From an optimization exercise on the open Yosys and OpenROAD flow, aimed at small area; shortcuts taken in it are not production practice. Only simulation tests tie the RTL to the original design; equivalence was not proved. The flow treats the clock pin as an ideal source, which a real chip does not have. Power and IR drop assume default switching activity.

== garnet ==
==> flow/design.v <==
module reg_file_mp_wbit (
    input  logic s1,
    input  logic an,
    input  logic s0n,
    input  logic b,
    input  logic hn,
    input  logic q,
    output logic d
);
    logic z;
    assign z = !((s0n | b) & (hn | q));
    assign d = !((s1 & an) | z);
endmodule
module reg_file_mp_rd3 (
    input  logic s0,
    input  logic d0,
    input  logic s1,
    input  logic d1,
    input  logic s2,
    input  logic d2,
    output logic yn
);
    assign yn = !((s0 & d0) | (s1 & d1) | (s2 & d2));
endmodule
module reg_file_mp_and3 (
    input  logic [2:0] pn,
    output logic       yn
);
    assign yn = &pn;
endmodule
module reg_file_mp_or3n (
    input  logic [2:0] pn,
    output logic       y
);
    assign y = !(&pn);
endmodule
module reg_file_mp #(
    parameter int XLEN        = 32,
    parameter int NREGS       = 16,
    parameter int AW          = 4,
    parameter int NRP         = 2,
    parameter int BYPASS      = 1,
    parameter int HARDWIRE_X0 = 1
) (
    input  logic                 clk,
    input  logic                 reset,
    input  logic [NRP*AW-1:0]    rs,
    output logic [NRP*XLEN-1:0]  rdata,
    output logic [NRP-1:0]       rs_busy,
    input  logic [1:0]           we,
    input  logic [2*AW-1:0]      rd,
    input  logic [2*XLEN-1:0]    wd,
    input  logic                 issue_valid,
    input  logic [AW-1:0]        issue_rd,
    output logic                 any_busy
);
    logic [XLEN-1:0]  regs_r [NREGS];    
    logic [XLEN-1:0]  nxt_s  [NREGS];    
    logic [NREGS-1:0] valid_r;
    logic [NREGS-1:0] busy_r;
    logic [NREGS-1:0] ren_s;             
    logic [AW-1:0]    rd0_s;
    logic [AW-1:0]    rd1_s;
    logic [XLEN-1:0]  wd0_s;
    logic [XLEN-1:0]  wd1_s;
    logic [XLEN-1:0]  wd1n_s;
    logic [NREGS-1:0] sel1_s;
    logic [NREGS-1:0] sel0_s;
    logic [NREGS-1:0] hold_s;
    logic [NREGS-1:0] iss_s;
    assign rd0_s  = rd[0 +: AW];
    assign rd1_s  = rd[AW +: AW];
    assign wd0_s  = wd[0 +: XLEN];
    assign wd1_s  = wd[XLEN +: XLEN];
    assign wd1n_s = ~wd1_s;
    genvar gk, gb;
    generate
        for (gk = 0; gk < NREGS; gk++) begin : g_reg
            if (gk >= 1) begin : g_st
                logic [XLEN-1:0] q_r;
                logic [XLEN-1:0] d_s;
                logic            valid_q;
                logic            busy_q;
                assign sel1_s[gk] = we[1] && (rd1_s == AW'(gk));
                assign sel0_s[gk] = we[0] && (rd0_s == AW'(gk)) && !sel1_s[gk];
                assign hold_s[gk] = !(sel1_s[gk] || sel0_s[gk]);
                assign iss_s[gk]  = issue_valid && (issue_rd == AW'(gk));
                for (gb = 0; gb < XLEN; gb++) begin : g_bit
                    reg_file_mp_wbit u_w (
                        .s1(sel1_s[gk]),   .an(wd1n_s[gb]),
                        .s0n(!sel0_s[gk]), .b(wd0_s[gb]),
                        .hn(!hold_s[gk]),  .q(q_r[gb]),
                        .d(d_s[gb])
                    );
                end
                always_ff @(posedge clk) begin
                    q_r <= d_s;
                end
                always_ff @(posedge clk or posedge reset) begin
                    if (reset) begin
                        valid_q <= 1'b0;
                        busy_q  <= 1'b0;
                    end else begin
                        valid_q <= valid_q | !hold_s[gk];
                        busy_q  <= iss_s[gk] | (busy_q & hold_s[gk]);
                    end
                end
                assign regs_r[gk]  = q_r;
                assign nxt_s[gk]   = d_s;
                assign valid_r[gk] = valid_q;
                assign busy_r[gk]  = busy_q;
                assign ren_s[gk]   = (valid_q || !hold_s[gk]) && !reset;
            end else begin : g_x0
                assign sel1_s[gk]  = 1'b0;
                assign sel0_s[gk]  = 1'b0;
                assign hold_s[gk]  = 1'b1;
                assign iss_s[gk]   = 1'b0;
                assign regs_r[gk]  = {XLEN{1'b0}};
                assign nxt_s[gk]   = {XLEN{1'b0}};
                assign valid_r[gk] = 1'b0;
                assign busy_r[gk]  = 1'b0;
                assign ren_s[gk]   = 1'b0;
            end
        end
    endgenerate
    genvar gi, gj;
    generate
        for (gi = 0; gi < NRP; gi++) begin : g_rport
            logic [AW-1:0]    addr_s;
            logic [NREGS-1:0] rsel_s;
            assign addr_s = rs[gi*AW +: AW];
            for (gj = 0; gj < NREGS; gj++) begin : g_sel
                assign rsel_s[gj] = ren_s[gj] && (addr_s == AW'(gj));
            end
            for (gb = 0; gb < XLEN; gb++) begin : g_bit
                logic [4:0] pn_s;
                logic       qn_s;
                for (gj = 0; gj < 5; gj++) begin : g_grp
                    reg_file_mp_rd3 u_r (
                        .s0(rsel_s[3*gj+1]), .d0(nxt_s[3*gj+1][gb]),
                        .s1(rsel_s[3*gj+2]), .d1(nxt_s[3*gj+2][gb]),
                        .s2(rsel_s[3*gj+3]), .d2(nxt_s[3*gj+3][gb]),
                        .yn(pn_s[gj])
                    );
                end
                reg_file_mp_and3 u_a (
                    .pn(pn_s[2:0]),
                    .yn(qn_s)
                );
                reg_file_mp_or3n u_o (
                    .pn({pn_s[4:3], qn_s}),
                    .y(rdata[gi*XLEN + gb])
                );
            end
            assign rs_busy[gi] = busy_r[addr_s] && !reset;
        end
    endgenerate
    assign any_busy = (|busy_r) && !reset;
endmodule
clock: 6.0 ns
lec_check: 0
cap_margin: 0
core_margin: 2
core_utilization: 45
place_density: 0.6
slew_margin: 0
synth_hierarchical: 1
synth_minimum_keep_size: 0
standard.sh (not shown) runs the stock make flow with config.mk's settings and CLKGATE_MAP_FILE= SYNTH_SCRIPT=/design/flow/synth_recipe.tcl, a recipe that flattens the netlist after the stock synthesis.
==> flow/flow/run.sh <==
#!/bin/bash
# Own layout flow: the standard flow (standard synthesis, same floorplan,
# placement, CTS and routing scripts) with smaller cells picked in three
# places:
# - port buffers start as buf_1 (repair may upsize them);
# - after placement's repair_design, flow/downsize_placed.tcl gives each gate
#   and buffer the smallest drive strength that keeps its pins' transitions
#   in bounds (the later timing repairs size up again what setup needs);
# - the clock tree uses clkbuf_4 with small sink clusters and no dummy
#   loads; after CTS, flow/post_cts.tcl upsizes any clock buffer whose
#   flip-flop clock pins see a slow transition.
# make's output goes to make_finish.log; ORFS keeps each step's log under
# orfs/logs/.
set -euo pipefail
here=$(pwd)
bash standard.sh \
  "BUFFER_PORTS_ARGS=-buffer_cell sky130_fd_sc_hd__buf_1" \
  "POST_RESIZE_TCL=$here/flow/downsize_placed.tcl" \
  "CTS_ARGS=-sink_clustering_enable -repair_clock_nets -dont_use_dummy_load -sink_clustering_size 8 -sink_clustering_max_diameter 50 -buf_list sky130_fd_sc_hd__clkbuf_4" \
  "POST_CTS_TCL=$here/flow/post_cts.tcl" \
  finish > make_finish.log 2>&1
==> flow/flow/downsize_placed.tcl <==
# After placement and repair_design: give each combinational gate and buffer
# the smallest drive strength that still keeps every pin it drives within a
# transition limit and its load within the cell's capacitance limit. The
# timing repairs that follow (after CTS and global routing) size up again
# anything the setup checks need; a downsizing that leaves the estimated
# worst setup slack under ds_slack_floor is undone.
set ds_slew_limit 1.1
set ds_slack_floor 0.35
estimate_parasitics -placement
proc ds_net_slew {inst} {
  set w 0.0
  foreach op [get_pins -of_objects $inst -filter "direction == output"] {
    set net [get_nets -of_objects $op]
    foreach p [get_pins -of_objects $net] {
      set s [get_property $p slew_max]
      if {$s > $w} { set w $s }
    }
  }
  return $w
}
proc ds_viol {} {
  return [expr {[sta::max_slew_violation_count] + [sta::max_capacitance_violation_count]}]
}
set ds_base [ds_viol]
set ds_n 0
set ds_saved 0.0
foreach inst [get_cells *] {
  set m [get_property $inst ref_name]
  if {![regexp {^(sky130_fd_sc_hd__[a-z0-9]+)_([0-9]+)$} $m -> base sz]} { continue }
  if {[regexp {__(df|edf|sdf|dl|clkbuf|clkdly|dlygate|clkinv|conb|tap|fill|decap|dlymetal)} $base]} { continue }
  set area0 [get_property [get_lib_cells */$m] area]
  set tries {}
  foreach s {1 2 4 6 8} {
    if {$s >= $sz} { break }
    set lc [get_lib_cells -quiet */${base}_$s]
    if {[llength $lc] == 0} { continue }
    if {[get_property $lc area] >= $area0} { continue }
    lappend tries ${base}_$s
  }
  foreach t $tries {
    replace_cell $inst $t
    # replace_cell leaves the nets of the swapped cell without parasitics;
    # estimate them again so that the checks below see the real loads.
    estimate_parasitics -placement
    if {[ds_net_slew $inst] <= $ds_slew_limit && [ds_viol] <= $ds_base
        && [sta::worst_slack_cmd max] >= $ds_slack_floor * 1e-9} {
      set ds_saved [expr {$ds_saved + $area0 - [get_property [get_lib_cells */$t] area]}]
      incr ds_n
      set m {}
      break
    }
    replace_cell $inst $m
    estimate_parasitics -placement
  }
}
puts "downsize_placed: $ds_n cells made smaller, [format %.1f $ds_saved] um2 saved"
Other scripts of this flow, unchanged in this note and not shown: flow/flow/post_cts.tcl
Although garnet finished all stages, its layout failed final checks on negative setup slack.
--- input diff garnet..ember ---
diff --git a/flow/flow/downsize_placed.tcl b/flow/flow/downsize_placed.tcl
--- a/flow/flow/downsize_placed.tcl
+++ b/flow/flow/downsize_placed.tcl
@@ -7,3 +7,3 @@
 set ds_slew_limit 1.1
-set ds_slack_floor 0.35
+set ds_slack_floor 0.5
 estimate_parasitics -placement
==> run notes <==
ember finished every stage and its layout cleared the timing, design-rule and antenna checks.
Final routed wirelength across all metal layers for ember: about 0.37% down relative to garnet
garnet and ember ended up with roughly the same non-filler instance count after layout.
ember against garnet: met2 wire length increased by 650 µm relative to the old numbers, share of the core filled with cells closely matched the old numbers, share of final-layout standard cells stronger than drive strength 1 up 0.16 points, total power divided by cell area did not really move.
Between ember and garnet, the latest clock arrival within the worst-skew pair is higher for ember.
Changes in onyx relative to ember:
diff --git a/flow/flow/downsize_placed.tcl b/flow/flow/downsize_placed.tcl
--- a/flow/flow/downsize_placed.tcl
+++ b/flow/flow/downsize_placed.tcl
@@ -4,6 +4,4 @@
 # timing repairs that follow (after CTS and global routing) size up again
-# anything the setup checks need; a downsizing that leaves the estimated
-# worst setup slack under ds_slack_floor is undone.
+# anything the setup checks need.
 set ds_slew_limit 1.1
-set ds_slack_floor 0.5
 estimate_parasitics -placement
@@ -41,7 +39,3 @@
     replace_cell $inst $t
-    # replace_cell leaves the nets of the swapped cell without parasitics;
-    # estimate them again so that the checks below see the real loads.
-    estimate_parasitics -placement
-    if {[ds_net_slew $inst] <= $ds_slew_limit && [ds_viol] <= $ds_base
-        && [sta::worst_slack_cmd max] >= $ds_slack_floor * 1e-9} {
+    if {[ds_net_slew $inst] <= $ds_slew_limit && [ds_viol] <= $ds_base} {
       set ds_saved [expr {$ds_saved + $area0 - [get_property [get_lib_cells */$t] area]}]
@@ -52,3 +46,2 @@
     replace_cell $inst $m
-    estimate_parasitics -placement
   }
Notes after the runs:
ember did not stop at any stage, and its layout met the timing, design-rule and antenna checks.
Ran to the end and failed final checks on negative setup slack: onyx.
Changes observed in onyx relative to ember: final cell count closely matched the old numbers; first-pass GRT wire length climbed 0.92%; count of vias placed by the detailed router higher; total power barely changed; remaining max-slew budget at the tightest pin went down 0.55 points.
Relative to ember, global routing usage on met2 has gone down in onyx.
Going from ember to onyx, area after detailed placement shrank slightly.
Comparing the two runs side by side, onyx comes out behind ember on clock period minus final worst setup slack.
Compared with ember, in onyx final period utilization rose by 5.3 points; global-route usage rose by 0.51 points.

## afterwards: timing with drivers on the ports
Ports are ideal in the flow. The routed layouts listed here were re-timed in OpenROAD. Step 1: set_driving_cell puts a clkbuf_16 on clk and a buf_2 on each other input, an assumption about the parent block. Step 2 adds t to the input delays and takes it off the output delays; t is the mean of the earliest and latest rising clock arrival at the registers after step 1. Input paths then give back, and output paths get back, about the clock's delay inside the block. Three values: no drivers, after step 1, after step 2; two values: the first two.
| run | shift t [ns] | setup WS [ns] | cell pins on the clock port's net |
|---|---|---|---|
| garnet | 0.905 | -0.046 / -0.070 / -0.070 | 1 |
| ember | 0.917 | 0.161 / 0.136 / 0.136 | 1 |
| onyx | 0.901 | -0.157 / -0.187 / -0.187 | 1 |
For onyx, which loses most, drivers alone change the setup slack by -0.030 ns; drivers and shift together by -0.030 ns.
